Background: an optimization exercise with open tools, aiming at small area, a short achievable clock period and few clock cycles. Do not read the settings as production practice. RTL that was checked went through simulation tests only; none was proved equivalent to the original. Only the layout flow was run in run 1; the RTL was not checked for function there. Power figures rest on the tool's default switching activity, not on a simulated workload.

==> flow/design.v, too long to show whole: its modules and the start of the top module <==
// module conv_loader: 15 lines
// module conv_mux8: 9 lines
// module frame_ram: 47 lines
// module conv_fa: 11 lines
// module conv_ha: 10 lines
// module conv_wmask: 8 lines
// module conv_engine: 2708 lines
// module conv2d_top: 175 lines
module conv2d_top
(
    input  logic        i_clk,
    input  logic        i_rst,
    input  logic [9:0]  i_pix,      
    input  logic [9:0]  i_wgt,      
    output logic [26:0] o_out,      
    output logic        o_busy
);
  // ...
==> flow/flow/run.sh <==
#!/bin/bash
set -euo pipefail
export BUFFER_PORTS_ARGS="-buffer_cell sky130_fd_sc_hd__buf_2"
export SETUP_SLACK_MARGIN=5.3
bash standard.sh > standard.log 2>&1
==> flow/standard.sh <==
#!/bin/bash
# synth_recipe.tcl (not shown) runs the flow's synth.tcl, then flattens the netlist and writes it again
# the make line also repeats each setting of config.mk as NAME=value (left out here)
make -C /OpenROAD-flow-scripts/flow DESIGN_CONFIG=/design/flow/config.mk WORK_HOME=/design/flow/orfs CLKGATE_MAP_FILE= SYNTH_SCRIPT=/design/flow/synth_recipe.tcl "${@:-finish}"
==> flow/config.mk <==
export PLATFORM = sky130hd
export DESIGN_NAME = conv2d_top
export DESIGN_NICKNAME = conv2d_top
export VERILOG_FILES = /design/flow/design.v
export SDC_FILE = /design/flow/constraint.sdc
export NUM_CORES = 4
export LEC_CHECK = 0
export CAP_MARGIN = 20
export CORE_MARGIN = 2
export CORE_UTILIZATION = 60
export CTS_CLUSTER_DIAMETER = 90
export CTS_CLUSTER_SIZE = 26
export PLACE_DENSITY = 0.7
export SLEW_MARGIN = 20
export SYNTH_HIERARCHICAL = 1
export SYNTH_MINIMUM_KEEP_SIZE = 0
==> flow/constraint.sdc <==
create_clock -name core_clock -period 8.0 [get_ports {i_clk}]
set_input_delay 1.6000 -clock core_clock [delete_from_list [all_inputs] [get_ports {i_clk}]]
set_output_delay 1.6000 -clock core_clock [all_outputs]
set_load 0.01 [all_outputs]
==> results.json, run 1 <==
{
  "cp-end-kind": "flop",
  "final-nonclk-buf-share_pct": 4.82,
  "design.core.area_um2": 46500,
  "pwr-share-clk_pct": 15.2,
  "max_slew.worst_pin.slew_ns": 1.01,
  "cp_top_family": "adder cells",
  "drive_gt1_share_pct": 41.7,
  "use_met1_pct": 42.9,
  "dp_cells": 2662,
  "grt_pass1_wl_um": 111000,
  "initial_core_util_pct": 60.7,
  "r2r_end": "u_engine.q4_s1412",
  "syn_avg_cell_area_um2": 13.5,
  "min_period_over_period_pct": 38.3,
  "dp_slack_ns": 4.60,
  "taps": 607,
  "status": "complete, no violations",
  "dieHeight_um": 221,
  "drt_wl_total_um": 75200,
  "nonClockInverterCount": 51,
  "n_fill_cell": 3139,
  "worstRegToRegCells": 6,
  "hold_viol": 0,
  "antenna_found_initial": 2,
  "endpoint": "u_engine.q4_s1412",
  "vias": 16700,
  "die-area_um2": 48700,
  "maxCapViolCount": 0,
  "r2r_setup_slack_ns": 4.93,
  "design_area_um2": 32600,
  "routabilityCongestion": 1.00,
  "critical_path_class": "reg2reg",
  "met2_usage_pct": 50.3,
  "viasPerCell": 5.90,
  "wl_met2_um": 34900,
  "largest_register": "u_ram.slot",
  "drt-initial-drc-count": 1727
}
==> module frame_ram, before the edit <==
module frame_ram
(
    input  logic                         i_clk,
    input  logic [conv_pkg::PIX_BW-1:0]  i_pix,      
    input  logic [conv_pkg::LB_LEN-1:0]  i_en,       
    output logic [conv_pkg::LB_LEN*conv_pkg::PIX_BW-1:0] o_slots
);
    localparam logic [conv_pkg::LB_LEN-1:0] WIN = 18'b11_1000_0011_1000_0011;
    logic [conv_pkg::LB_LEN-1:0][conv_pkg::PIX_BW-1:0] slot;
    genvar g;
    generate
        for (g = 0; g < conv_pkg::LB_LEN; g++)
        begin : g_slot
            logic [conv_pkg::PIX_BW-1:0] prev;
            if (g == 0)
            begin : g_first
                assign prev = i_pix;
            end
            else
            begin : g_next
                assign prev = slot[g-1];
            end
            if (WIN[g])
            begin : g_win
                logic [conv_pkg::PIX_BW-1:0] nxt;
                conv_mux8 u_mux
                (
                    .i_s (i_en[g]),
                    .i_a (prev),
                    .i_b (slot[g]),
                    .o_y (nxt)
                );
                always_ff @(posedge i_clk)
                    slot[g] <= nxt;
            end
            else
            begin : g_store
                always_ff @(posedge i_clk)
                    if (i_en[g])
                        slot[g] <= prev;
            end
        end
    endgenerate
    always_comb
        for (int j = 0; j < conv_pkg::LB_LEN; j++)
            o_slots[j*conv_pkg::PIX_BW +: conv_pkg::PIX_BW] = slot[j];
endmodule
==> module conv2d_top, before the edit <==
module conv2d_top
(
    input  logic        i_clk,
    input  logic        i_rst,
    input  logic [9:0]  i_pix,      
    input  logic [9:0]  i_wgt,      
    output logic [26:0] o_out,      
    output logic        o_busy
);
    localparam int LB = conv_pkg::LB_LEN;
    logic       in_pix;             
    logic       in_wgt;             
    logic [7:0] in_d;
    logic       busy_q;
    logic       take;
    logic [5:0] pix_pos;            
    logic [5:0] out_pos;            
    logic       tail;               
    logic [3:0] tail_n;             
    logic       step_pix;           
    logic       step;               
    logic       produce;            
    logic       wgt_go;             
    logic [LB-1:0] lb_en;
    logic [LB*8-1:0] slots;
    logic [71:0] kernel;
    logic [71:0] win;
    logic [8:0]  keep;
    logic signed [conv_pkg::SUM_BW-1:0] sum;
    logic        out_valid;
    logic        out_last;
    logic signed [conv_pkg::SUM_BW-1:0] out_data;
    assign take     = !busy_q && (i_pix[9] || i_wgt[9]);
    assign step_pix = in_pix;
    assign step     = in_pix || tail;
    assign wgt_go   = in_wgt && (!tail || tail_n_done);
    logic in_wgt_n;
    logic tail_n_done;
    assign tail_n_done = tail && (tail_n == 4'd9);
    always_comb
    begin
        if (take)
            in_wgt_n = i_wgt[9];
        else
            in_wgt_n = in_wgt && !wgt_go;
    end
    always_ff @(posedge i_clk)
    begin
        if (i_rst)
        begin
            in_pix <= 1'b0;
            in_wgt <= 1'b0;
            busy_q <= 1'b0;
        end
        else
        begin
            in_pix <= take && i_pix[9];
            in_wgt <= in_wgt_n;
            busy_q <= in_wgt_n && ((tail && tail_n < 4'd8) || (step_pix && pix_pos == 6'd63));
        end
    end
    logic [7:0] in_d_nxt;
    conv_mux8 u_in_mux
    (
        .i_s (busy_q),
        .i_a (in_d),
        .i_b (i_pix[9] ? i_pix[7:0] : i_wgt[7:0]),
        .o_y (in_d_nxt)
    );
    always_ff @(posedge i_clk)
        in_d <= in_d_nxt;
    assign o_busy = busy_q;
    assign produce = tail || (step_pix && pix_pos >= 6'd9);
    always_ff @(posedge i_clk)
    begin
        if (i_rst)
        begin
            pix_pos <= '0;
            out_pos <= '0;
            tail    <= 1'b0;
            tail_n  <= '0;
        end
        else
        begin
            if (step_pix)
                pix_pos <= pix_pos + 1'b1;
            if (produce)
                out_pos <= out_pos + 1'b1;
            if (step_pix && pix_pos == 6'd63)
            begin
                tail   <= 1'b1;
                tail_n <= 4'd1;
            end
            else if (tail)
            begin
                tail   <= !tail_n_done;
                tail_n <= tail_n + 1'b1;
            end
        end
    end
    always_comb
        for (int j = 0; j < LB; j++)
            lb_en[j] = step_pix || (tail && (j >= tail_n));
    frame_ram u_ram
    (
        .i_clk   (i_clk),
        .i_pix   (in_d),
        .i_en    (lb_en),
        .o_slots (slots)
    );
    conv_loader u_loader
    (
        .i_clk    (i_clk),
        .i_shift  (wgt_go),
        .i_wgt    (in_d),
        .o_kernel (kernel)
    );
    logic [5:0] out_pos_n;
    logic top, bot, lft, rgt;
    assign out_pos_n = i_rst ? 6'd0 : out_pos + {5'd0, produce};
    assign top = out_pos_n[5:3] == 3'd0;
    assign bot = out_pos_n[5:3] == 3'd7;
    assign lft = out_pos_n[2:0] == 3'd0;
    assign rgt = out_pos_n[2:0] == 3'd7;
    always_ff @(posedge i_clk)
    begin
        keep[0] <= !top && !lft;
        keep[1] <= !top;
        keep[2] <= !top && !rgt;
        keep[3] <= !lft;
        keep[5] <= !rgt;
        keep[6] <= !bot && !lft;
        keep[7] <= !bot;
        keep[8] <= !bot && !rgt;
    end
    assign keep[4] = 1'b1;
    logic [(LB+1)*8-1:0] wpos;      
    assign wpos = {slots, in_d};
    always_comb
    begin
        win[0*8 +: 8] = wpos[18*8 +: 8];
        win[1*8 +: 8] = wpos[17*8 +: 8];
        win[2*8 +: 8] = wpos[16*8 +: 8];
        win[3*8 +: 8] = wpos[10*8 +: 8];
        win[4*8 +: 8] = wpos[ 9*8 +: 8];
        win[5*8 +: 8] = wpos[ 8*8 +: 8];
        win[6*8 +: 8] = wpos[ 2*8 +: 8];
        win[7*8 +: 8] = wpos[ 1*8 +: 8];
        win[8*8 +: 8] = wpos[ 0*8 +: 8];
    end
    conv_engine u_engine
    (
        .i_clk    (i_clk),
        .i_win    (win),
        .i_keep   (keep),
        .i_kernel (kernel),
        .o_sum    (sum)
    );
    logic v_pipe [conv_pkg::ENG_LAT+1];
    logic l_pipe [conv_pkg::ENG_LAT+1];
    assign v_pipe[0] = produce;
    assign l_pipe[0] = produce && out_pos == 6'd63;
    always_ff @(posedge i_clk)
    begin
        for (int i = 1; i <= conv_pkg::ENG_LAT; i++)
        begin
            v_pipe[i] <= i_rst ? 1'b0 : v_pipe[i-1];
            l_pipe[i] <= l_pipe[i-1];
        end
        out_valid <= i_rst ? 1'b0 : v_pipe[conv_pkg::ENG_LAT];
        out_last  <= l_pipe[conv_pkg::ENG_LAT];
        out_data  <= sum;
    end
    assign o_out = {out_valid, out_last, {(conv_pkg::ACC_BW-conv_pkg::SUM_BW){out_data[conv_pkg::SUM_BW-1]}}, out_data};
endmodule
==> run 2, diff against run 1 <==
--- a/flow/design.v
+++ b/flow/design.v
@@ -2,85 +2,49 @@
     localparam int IMG_W    = 8;
     localparam int IMG_H    = 8;
     localparam int KER_TAPS = 9;
     localparam int PIX_BW   = 8;
     localparam int WGT_BW   = 8;
     localparam int ACC_BW   = 25;                   
     localparam int SUM_BW   = 20;                   
     localparam int LB_LEN   = 2 * IMG_W + 2;        
-    localparam int ENG_LAT  = 3;                    
+    localparam int ENG_LAT  = 2;                    
 endpackage
 module conv_loader
 (
     input  logic                         i_clk,
     input  logic                         i_shift,
     input  logic [conv_pkg::WGT_BW-1:0]  i_wgt,
     output logic [conv_pkg::KER_TAPS*conv_pkg::WGT_BW-1:0] o_kernel    
 );
     logic [conv_pkg::KER_TAPS*conv_pkg::WGT_BW-1:0] ker_q;
     always_ff @(posedge i_clk)
     begin
         if (i_shift)
             ker_q <= {i_wgt, ker_q[conv_pkg::KER_TAPS*conv_pkg::WGT_BW-1:conv_pkg::WGT_BW]};
     end
     assign o_kernel = ker_q;
 endmodule
-module conv_mux8
-(
-    input  logic       i_s,
-    input  logic [7:0] i_a,
-    input  logic [7:0] i_b,
-    output logic [7:0] o_y
-);
-    assign o_y = i_s ? i_a : i_b;
-endmodule
 module frame_ram
 (
     input  logic                         i_clk,
     input  logic [conv_pkg::PIX_BW-1:0]  i_pix,      
     input  logic [conv_pkg::LB_LEN-1:0]  i_en,       
     output logic [conv_pkg::LB_LEN*conv_pkg::PIX_BW-1:0] o_slots
 );
-    localparam logic [conv_pkg::LB_LEN-1:0] WIN = 18'b11_1000_0011_1000_0011;
-    logic [conv_pkg::LB_LEN-1:0][conv_pkg::PIX_BW-1:0] slot;
-    genvar g;
-    generate
-        for (g = 0; g < conv_pkg::LB_LEN; g++)
-        begin : g_slot
-            logic [conv_pkg::PIX_BW-1:0] prev;
-            if (g == 0)
-            begin : g_first
-                assign prev = i_pix;
-            end
-            else
-            begin : g_next
-                assign prev = slot[g-1];
-            end
-            if (WIN[g])
-            begin : g_win
-                logic [conv_pkg::PIX_BW-1:0] nxt;
-                conv_mux8 u_mux
-                (
-                    .i_s (i_en[g]),
-                    .i_a (prev),
-                    .i_b (slot[g]),
-                    .o_y (nxt)
-                );
-                always_ff @(posedge i_clk)
-                    slot[g] <= nxt;
-            end
-            else
-            begin : g_store
-                always_ff @(posedge i_clk)
-                    if (i_en[g])
-                        slot[g] <= prev;
-            end
-        end
-    endgenerate
+    logic [conv_pkg::PIX_BW-1:0] slot [conv_pkg::LB_LEN];
+    always_ff @(posedge i_clk)
+    begin
+        if (i_en[0])
+            slot[0] <= i_pix;
+        for (int j = 1; j < conv_pkg::LB_LEN; j++)
+            if (i_en[j])
+                slot[j] <= slot[j-1];
+    end
     always_comb
         for (int j = 0; j < conv_pkg::LB_LEN; j++)
             o_slots[j*conv_pkg::PIX_BW +: conv_pkg::PIX_BW] = slot[j];
 endmodule
 module conv_fa
 (
     input  logic i_a,
     input  logic i_b,
@@ -1423,47 +1387,18 @@
     logic s1680, c1681;
     logic s1682, c1683;
     logic s1684, c1685;
     logic s1686, c1687;
     logic s1688, c1689;
     logic s1690, c1691;
     logic s1692, c1693;
     logic s1694, c1695;
-    logic q10_q8_q4_s960;
-    logic q10_q8_q4_s1382;
-    logic q10_q8_s1494;
-    logic q10_q8_s1564;
-    logic q10_q8_s1614;
-    logic q10_q8_s1648;
-    logic q10_s1670;
-    logic q10_q8_s1650;
-    logic q10_c1671;
-    logic q10_q8_s1624;
-    logic q10_s1672;
-    logic q10_c1673;
-    logic q10_s1674;
-    logic q10_s1684;
-    logic q10_s1676;
-    logic q10_c1685;
-    logic q10_s1686;
-    logic q10_c1687;
-    logic q10_s1688;
-    logic q10_c1689;
-    logic q10_s1680;
-    logic q10_c1681;
-    logic q10_s1682;
-    logic q10_s1690;
-    logic q10_c1683;
-    logic q10_c1691;
-    logic q10_s1692;
-    logic q10_c1693;
-    logic q10_s1694;
-    logic q10_c1695;
-    logic q10_q8_c1647;
+    logic s1696, c1697;
+    logic s1698, c1699;
     conv_wmask u_wm0 (.i_w(i_kernel[7:0]), .i_k(i_keep[0]), .o_w(wk0));
     assign pp0 = ~(i_win[0] & wk0[0]);
     assign pp1 = ~(i_win[0] & wk0[1]);
     assign pp2 = ~(i_win[0] & wk0[2]);
     assign pp3 = ~(i_win[0] & wk0[3]);
     assign pp4 = ~(i_win[0] & wk0[4]);
     assign pp5 = ~(i_win[0] & wk0[5]);
     assign pp6 = ~(i_win[0] & wk0[6]);
@@ -2763,63 +2698,34 @@
     always_ff @(posedge i_clk) q8_s1642 <= s1642;
     always_ff @(posedge i_clk) q8_c1665 <= c1665;
     always_ff @(posedge i_clk) q8_s1666 <= s1666;
     always_ff @(posedge i_clk) q8_c1667 <= c1667;
     always_ff @(posedge i_clk) q8_s1668 <= s1668;
     always_ff @(posedge i_clk) q8_c1669 <= c1669;
     always_ff @(posedge i_clk) q8_s1646 <= s1646;
     always_ff @(posedge i_clk) q8_c1647 <= c1647;
-    conv_fa u_s1670 (.i_a(q8_c1649), .i_b(q8_c1617), .i_c(q8_s1618), .o_s(s1670), .o_c(c1671));
-    conv_fa u_s1672 (.i_a(q8_c1651), .i_b(q8_s1652), .i_c(q8_c1623), .o_s(s1672), .o_c(c1673));
-    conv_fa u_s1674 (.i_a(q8_c1653), .i_b(q8_s1654), .i_c(q8_s1628), .o_s(s1674), .o_c(c1675));
-    conv_fa u_s1676 (.i_a(q8_c1655), .i_b(q8_s1656), .i_c(q8_s1630), .o_s(s1676), .o_c(c1677));
-    conv_fa u_s1678 (.i_a(q8_c1657), .i_b(q8_s1658), .i_c(q8_c1633), .o_s(s1678), .o_c(c1679));
-    conv_fa u_s1680 (.i_a(q8_c1661), .i_b(q8_s1662), .i_c(q8_s1640), .o_s(s1680), .o_c(c1681));
-    conv_fa u_s1682 (.i_a(q8_c1663), .i_b(q8_s1664), .i_c(q8_s1642), .o_s(s1682), .o_c(c1683));
-    conv_ha u_s1684 (.i_a(q8_s1632), .i_b(c1675), .o_s(s1684), .o_c(c1685));
-    conv_fa u_s1686 (.i_a(q8_s1634), .i_b(c1677), .i_c(s1678), .o_s(s1686), .o_c(c1687));
-    conv_fa u_s1688 (.i_a(q8_c1659), .i_b(q8_s1660), .i_c(c1679), .o_s(s1688), .o_c(c1689));
-    conv_ha u_s1690 (.i_a(q8_c1665), .i_b(q8_s1666), .o_s(s1690), .o_c(c1691));
-    conv_ha u_s1692 (.i_a(q8_c1667), .i_b(q8_s1668), .o_s(s1692), .o_c(c1693));
-    conv_ha u_s1694 (.i_a(q8_c1669), .i_b(q8_s1646), .o_s(s1694), .o_c(c1695));
-    always_ff @(posedge i_clk) q10_q8_q4_s960 <= q8_q4_s960;
-    always_ff @(posedge i_clk) q10_q8_q4_s1382 <= q8_q4_s1382;
-    always_ff @(posedge i_clk) q10_q8_s1494 <= q8_s1494;
-    always_ff @(posedge i_clk) q10_q8_s1564 <= q8_s1564;
-    always_ff @(posedge i_clk) q10_q8_s1614 <= q8_s1614;
-    always_ff @(posedge i_clk) q10_q8_s1648 <= q8_s1648;
-    always_ff @(posedge i_clk) q10_s1670 <= s1670;
-    always_ff @(posedge i_clk) q10_q8_s1650 <= q8_s1650;
-    always_ff @(posedge i_clk) q10_c1671 <= c1671;
-    always_ff @(posedge i_clk) q10_q8_s1624 <= q8_s1624;
-    always_ff @(posedge i_clk) q10_s1672 <= s1672;
-    always_ff @(posedge i_clk) q10_c1673 <= c1673;
-    always_ff @(posedge i_clk) q10_s1674 <= s1674;
-    always_ff @(posedge i_clk) q10_s1684 <= s1684;
-    always_ff @(posedge i_clk) q10_s1676 <= s1676;
-    always_ff @(posedge i_clk) q10_c1685 <= c1685;
-    always_ff @(posedge i_clk) q10_s1686 <= s1686;
-    always_ff @(posedge i_clk) q10_c1687 <= c1687;
-    always_ff @(posedge i_clk) q10_s1688 <= s1688;
-    always_ff @(posedge i_clk) q10_c1689 <= c1689;
-    always_ff @(posedge i_clk) q10_s1680 <= s1680;
-    always_ff @(posedge i_clk) q10_c1681 <= c1681;
-    always_ff @(posedge i_clk) q10_s1682 <= s1682;
-    always_ff @(posedge i_clk) q10_s1690 <= s1690;
-    always_ff @(posedge i_clk) q10_c1683 <= c1683;
-    always_ff @(posedge i_clk) q10_c1691 <= c1691;
-    always_ff @(posedge i_clk) q10_s1692 <= s1692;
-    always_ff @(posedge i_clk) q10_c1693 <= c1693;
-    always_ff @(posedge i_clk) q10_s1694 <= s1694;
-    always_ff @(posedge i_clk) q10_c1695 <= c1695;
-    always_ff @(posedge i_clk) q10_q8_c1647 <= q8_c1647;
+    conv_ha u_s1670 (.i_a(q8_c1651), .i_b(q8_s1652), .o_s(s1670), .o_c(c1671));
+    conv_ha u_s1672 (.i_a(q8_c1653), .i_b(q8_s1654), .o_s(s1672), .o_c(c1673));
+    conv_fa u_s1674 (.i_a(q8_c1655), .i_b(q8_s1656), .i_c(q8_s1630), .o_s(s1674), .o_c(c1675));
+    conv_fa u_s1676 (.i_a(q8_c1657), .i_b(q8_s1658), .i_c(q8_c1633), .o_s(s1676), .o_c(c1677));
+    conv_ha u_s1678 (.i_a(q8_c1649), .i_b(q8_c1617), .o_s(s1678), .o_c(c1679));
+    conv_ha u_s1680 (.i_a(q8_c1623), .i_b(q8_s1624), .o_s(s1680), .o_c(c1681));
+    conv_fa u_s1682 (.i_a(q8_s1628), .i_b(c1671), .i_c(s1672), .o_s(s1682), .o_c(c1683));
+    conv_fa u_s1684 (.i_a(q8_s1632), .i_b(c1673), .i_c(s1674), .o_s(s1684), .o_c(c1685));
+    conv_fa u_s1686 (.i_a(q8_s1634), .i_b(c1675), .i_c(s1676), .o_s(s1686), .o_c(c1687));
+    conv_fa u_s1688 (.i_a(q8_c1659), .i_b(q8_s1660), .i_c(c1677), .o_s(s1688), .o_c(c1689));
+    conv_fa u_s1690 (.i_a(q8_c1661), .i_b(q8_s1662), .i_c(q8_s1640), .o_s(s1690), .o_c(c1691));
+    conv_fa u_s1692 (.i_a(q8_c1663), .i_b(q8_s1664), .i_c(q8_s1642), .o_s(s1692), .o_c(c1693));
+    conv_ha u_s1694 (.i_a(q8_c1665), .i_b(q8_s1666), .o_s(s1694), .o_c(c1695));
+    conv_ha u_s1696 (.i_a(q8_c1667), .i_b(q8_s1668), .o_s(s1696), .o_c(c1697));
+    conv_ha u_s1698 (.i_a(q8_c1669), .i_b(q8_s1646), .o_s(s1698), .o_c(c1699));
     logic [19:0] row_a, row_b;
-    assign row_a = {1'b1, q10_c1695, q10_c1693, q10_c1691, q10_s1690, q10_c1681, q10_c1689, q10_c1687, q10_c1685, q10_s1684, q10_c1673, q10_q8_s1624, q10_q8_s1650, q10_s1670, q10_q8_s1648, q10_q8_s1614, q10_q8_s1564, q10_q8_s1494, q10_q8_q4_s1382, q10_q8_q4_s960};
-    assign row_b = {1'b0, q10_q8_c1647, q10_s1694, q10_s1692, q10_c1683, q10_s1682, q10_s1680, q10_s1688, q10_s1686, q10_s1676, q10_s1674, q10_s1672, q10_c1671, 1'b0, 1'b0, 1'b0, 1'b0, 1'b0, 1'b0, 1'b0};
+    assign row_a = {1'b1, c1699, c1697, c1695, c1693, c1691, c1689, c1687, c1685, c1683, c1681, s1680, c1679, s1678, q8_s1648, q8_s1614, q8_s1564, q8_s1494, q8_q4_s1382, q8_q4_s960};
+    assign row_b = {1'b0, q8_c1647, s1698, s1696, s1694, s1692, s1690, s1688, s1686, s1684, s1682, s1670, q8_s1650, q8_s1618, 1'b0, 1'b0, 1'b0, 1'b0, 1'b0, 1'b0};
     assign o_sum = ~(row_a + row_b);
 endmodule
 module conv2d_top
 (
     input  logic        i_clk,
     input  logic        i_rst,
     input  logic [9:0]  i_pix,      
     input  logic [9:0]  i_wgt,      
@@ -2873,26 +2779,21 @@
         end
         else
         begin
             in_pix <= take && i_pix[9];
             in_wgt <= in_wgt_n;
             busy_q <= in_wgt_n && ((tail && tail_n < 4'd8) || (step_pix && pix_pos == 6'd63));
         end
     end
-    logic [7:0] in_d_nxt;
-    conv_mux8 u_in_mux
-    (
-        .i_s (busy_q),
-        .i_a (in_d),
-        .i_b (i_pix[9] ? i_pix[7:0] : i_wgt[7:0]),
-        .o_y (in_d_nxt)
-    );
     always_ff @(posedge i_clk)
-        in_d <= in_d_nxt;
+    begin
+        if (!busy_q)
+            in_d <= i_pix[9] ? i_pix[7:0] : i_wgt[7:0];
+    end
     assign o_busy = busy_q;
     assign produce = tail || (step_pix && pix_pos >= 6'd9);
     always_ff @(posedge i_clk)
     begin
         if (i_rst)
         begin
             pix_pos <= '0;
             out_pos <= '0;
==> flow/run.sh (new file) <==
#!/bin/bash
# synth_recipe.tcl (not shown) runs the flow's synth.tcl, then flattens the netlist and writes it again
# the make line also repeats each setting of config.mk as NAME=value (left out here)
make -C /OpenROAD-flow-scripts/flow DESIGN_CONFIG=/design/flow/config.mk WORK_HOME=/design/flow/orfs CLKGATE_MAP_FILE= SYNTH_SCRIPT=/design/flow/synth_recipe.tcl finish
--- a/flow/config.mk
+++ b/flow/config.mk
@@ -6,11 +6,12 @@
 export NUM_CORES = 4
 export LEC_CHECK = 0
 export CAP_MARGIN = 20
 export CORE_MARGIN = 2
 export CORE_UTILIZATION = 60
 export CTS_CLUSTER_DIAMETER = 90
 export CTS_CLUSTER_SIZE = 26
 export PLACE_DENSITY = 0.7
+export SETUP_SLACK_MARGIN = 4.85
 export SLEW_MARGIN = 20
 export SYNTH_HIERARCHICAL = 1
 export SYNTH_MINIMUM_KEEP_SIZE = 0
removed: flow/flow/run.sh
removed: flow/standard.sh
==> run 2 against run 1 <==
Worst hold slack improved by 0.0040 ns. Non-clock buffer count decreased by 40. Die area fell by 3.9%. Cell area decreased by 8.7%. Global-route usage rose by 2.1 points. Synthesized area down 4.0%. Cell count fell by 5.8%. Synthesized cell count fell by 5.5%. Via count down 5.3%. First-iteration DRC count shrank 9.8%. Flip-flop and latch count shrank 33. Critical path type unchanged. Largest power group unchanged. Highest routed layer unchanged.
==> results.json, run 2 <==
{
  "grt_pass1_vias": 16900,
  "finalPower_mw": 7.78,
  "drc": 0,
  "layout.cells.non_filler": 2663,
  "p_per_area_nw_per_um2": 262,
  "wire_per_inst_um": 28.6,
  "h-tree-depth": 1,
  "design.core.area_um2": 44300,
  "top_regs": "u_ram.slot (144), u_loader.ker_q (72), out_data (20)",
  "drt_wl_total_um": 76300,
  "synth_area_um2": 27100,
  "max_slew.worst_pin.slew_ns": 1.03,
  "rows": 77,
  "finalCriticalPeriod_ns": 3.13,
  "fmax_mhz": 319,
  "clk_pin_slew_ns": 0.10,
  "peakVddDrop_mv": 0.361,
  "skew_ns": 0.0395,
  "arrival_ns": 3.59,
  "critical_path_class": "reg2reg",
  "postLayoutSetupSlackWorst_ns": 4.87,
  "critPathLaunch": "u_ram.slot[1][3]",
  "vias": 15800,
  "io_pins": 50,
  "firstDrtPassIters": 5,
  "drive_gt1_share_pct": 10.5,
  "grt_max_degree": 73,
  "final_cell_mix": "fa_1, nand2_1, edfxtp_1",
  "ant_nets": 0,
  "synth_nets": 2585,
  "worstRegToRegCells": 5,
  "cp_max_fo": 9,
  "dieWidth_um": 216,
  "final_max_slew_viol_count": 0,
  "ys.warnings.count": 14,
  "endpoint": "u_engine.q4_s1446",
  "die-area_um2": 46800,
  "n_fill_cell": 3193,
  "syn_avg_cell_area_um2": 13.7,
  "clockBufferDepth": 3,
  "nets": 2661,
  "r2r_end": "u_engine.q4_s1446",
  "cp-end-kind": "flop",
  "dieHeight_um": 216,
  "startpoint_type": "flop",
  "synth_cells": 1978,
  "rsz0062_at_grt": "false",
  "numCtsBuffers": 23,
  "cts_tree": "yes",
  "setup-violations-final": 0,
  "min_period_over_period_pct": 39.2,
  "antenna_cells": 0,
  "holdCritPathClass": "reg2reg",
  "cts.sinks": 445,
  "maxSlewHeadroom_pct": 31.2,
  "multi_input_area_um2": 15600,
  "initial_core_util_pct": 61.1,
  "antenna_found_initial": 1,
  "insertion_delay_ns": 0.61,
  "grt_util_all_layers_pct": 34.3,
  "ff_latch_area_um2": 11200,
  "largest_register": "u_ram.slot",
  "status": "complete, no violations",
  "grt-ovfl-total": 0,
  "worstReg2RegStart": "u_ram.slot[1][3]",
  "tns_ns": 0,
  "fin_hold_ws_ns": 0.338,
  "final_common_cell": "fa_1",
  "port-buffer-count": 47,
  "hpwl_um": 61000,
  "routabilityCongestion": 1.01,
  "clock-root-buffer": "clkbuf_16",
  "grt_pass1_wl_um": 113000,
  "power_leakage_nw": 9.76,
  "syn2layout_area_growth_pct": 9.85,
  "maxCapViolCount": 0,
  "dp_cells": 2540,
  "viasPerCell": 5.93,
  "drt-initial-drc-count": 1558,
  "r2r_setup_slack_ns": 4.87,
  "largest_reg_flops": 144,
  "cp.required_ns": 8.45,
  "hold_viol": 0,
  "dp_slack_ns": 4.48
}
[run 2: how the worst min path moves through the flow]
stage                                 from                  end  slack [ns]  depth (start not counted)
after floorplan                  l_pipe[1]            l_pipe[2]        0.31                          0
after global placement           l_pipe[1]            l_pipe[2]        0.31                          0
after detailed placement  u_engine.q4_s960  u_engine.q8_q4_s960        0.31                          0
after CTS                        l_pipe[1]            l_pipe[2]        0.34                          0
after global routing             l_pipe[1]            l_pipe[2]        0.34                          0
final                            l_pipe[1]            l_pipe[2]        0.34                          0
[run 2: report_power, final]
group          leakage [nW]  internal, mW  switching, mW
Combinational          5.45          1.53           1.85
Clock                 0.351         0.563          0.770
Sequential             3.95          2.86          0.211
[run 2: critical path: stages (launching register included)]
cell	delay [ns]
edfxtp_1	0.70
nand2_1	0.18
fa_1	0.51
fa_1	0.56
fa_1	0.60
fa_1	0.46
[run 2: what timing repair did]
| action | in CTS | in global routing |
|---|---|---|
| pin swaps | 0 | 4 |
| setup buffers | 28 | 53 |
| gates resized for setup | 109 | 35 |
| setup endpoints to repair | 116 | 41 |
| hold buffers | 0 | 0 |
[run 2: cell type report]
class                   instances  area share (%)
well taps                     592            2.49
inverters                      45           0.568
multi-input cells            1409            52.5
repair buffers                130            4.43
clock inverters                11           0.400
flip-flops and latches        445            37.6
clock buffers                  31            2.04
[run 2: through the flow]
step / utilization [%] / cell area (um2)
2_1_floorplan: - / 27100
3_5_place_dp: 63.1 / 28000
5_1_grt: 67.1 / 29700
6_report: 67.1 / 29700
3_3_place_gp: 63.1 / 28000
4_1_cts: 65.8 / 29100
[run 2: routing by layer]
metal / wire length (um) / global-route usage, %
met3: 8050 / 7.82
met2: 35400 / 53.9
met5: 0 / 0
met4: 2510 / 9.77
met1: 30300 / 49.1
Testbench counts of run 2, summed over its fixed seeds: cycles 4,680.

-- re-timing with driven ports --
No port has a modelled driver above. Below, the same layouts with a new extraction and two added sets of constraints. Step 1 (the two cells are an assumption about what drives the block):
set clk [get_ports {i_clk}]
set_driving_cell -lib_cell sky130_fd_sc_hd__clkbuf_16 $clk
set_driving_cell -lib_cell sky130_fd_sc_hd__buf_2 [delete_from_list [all_inputs] $clk]
Step 2 adds t to the input delays and takes it off the output delays; t is the mean of the earliest and latest rising clock arrival at the registers after step 1. Input paths then give back, and output paths get back, about the clock's delay inside the block. Slacks: ideal / step 1 / step 2; pairs: ideal / step 1.
run	t (ns)	setup slack, ns	worst setup path after step 2	worst register clock-pin slew, ns
run 1	0.631	4.934 / 4.934 / 4.934	register to register	0.11 / 0.11
run 2	0.652	4.868 / 4.835 / 4.790	input to register	0.10 / 0.10
After both steps every run listed still meets setup and hold. For run 2, which loses most, drivers alone change the setup slack by -0.033 ns; drivers and shift together by -0.078 ns.
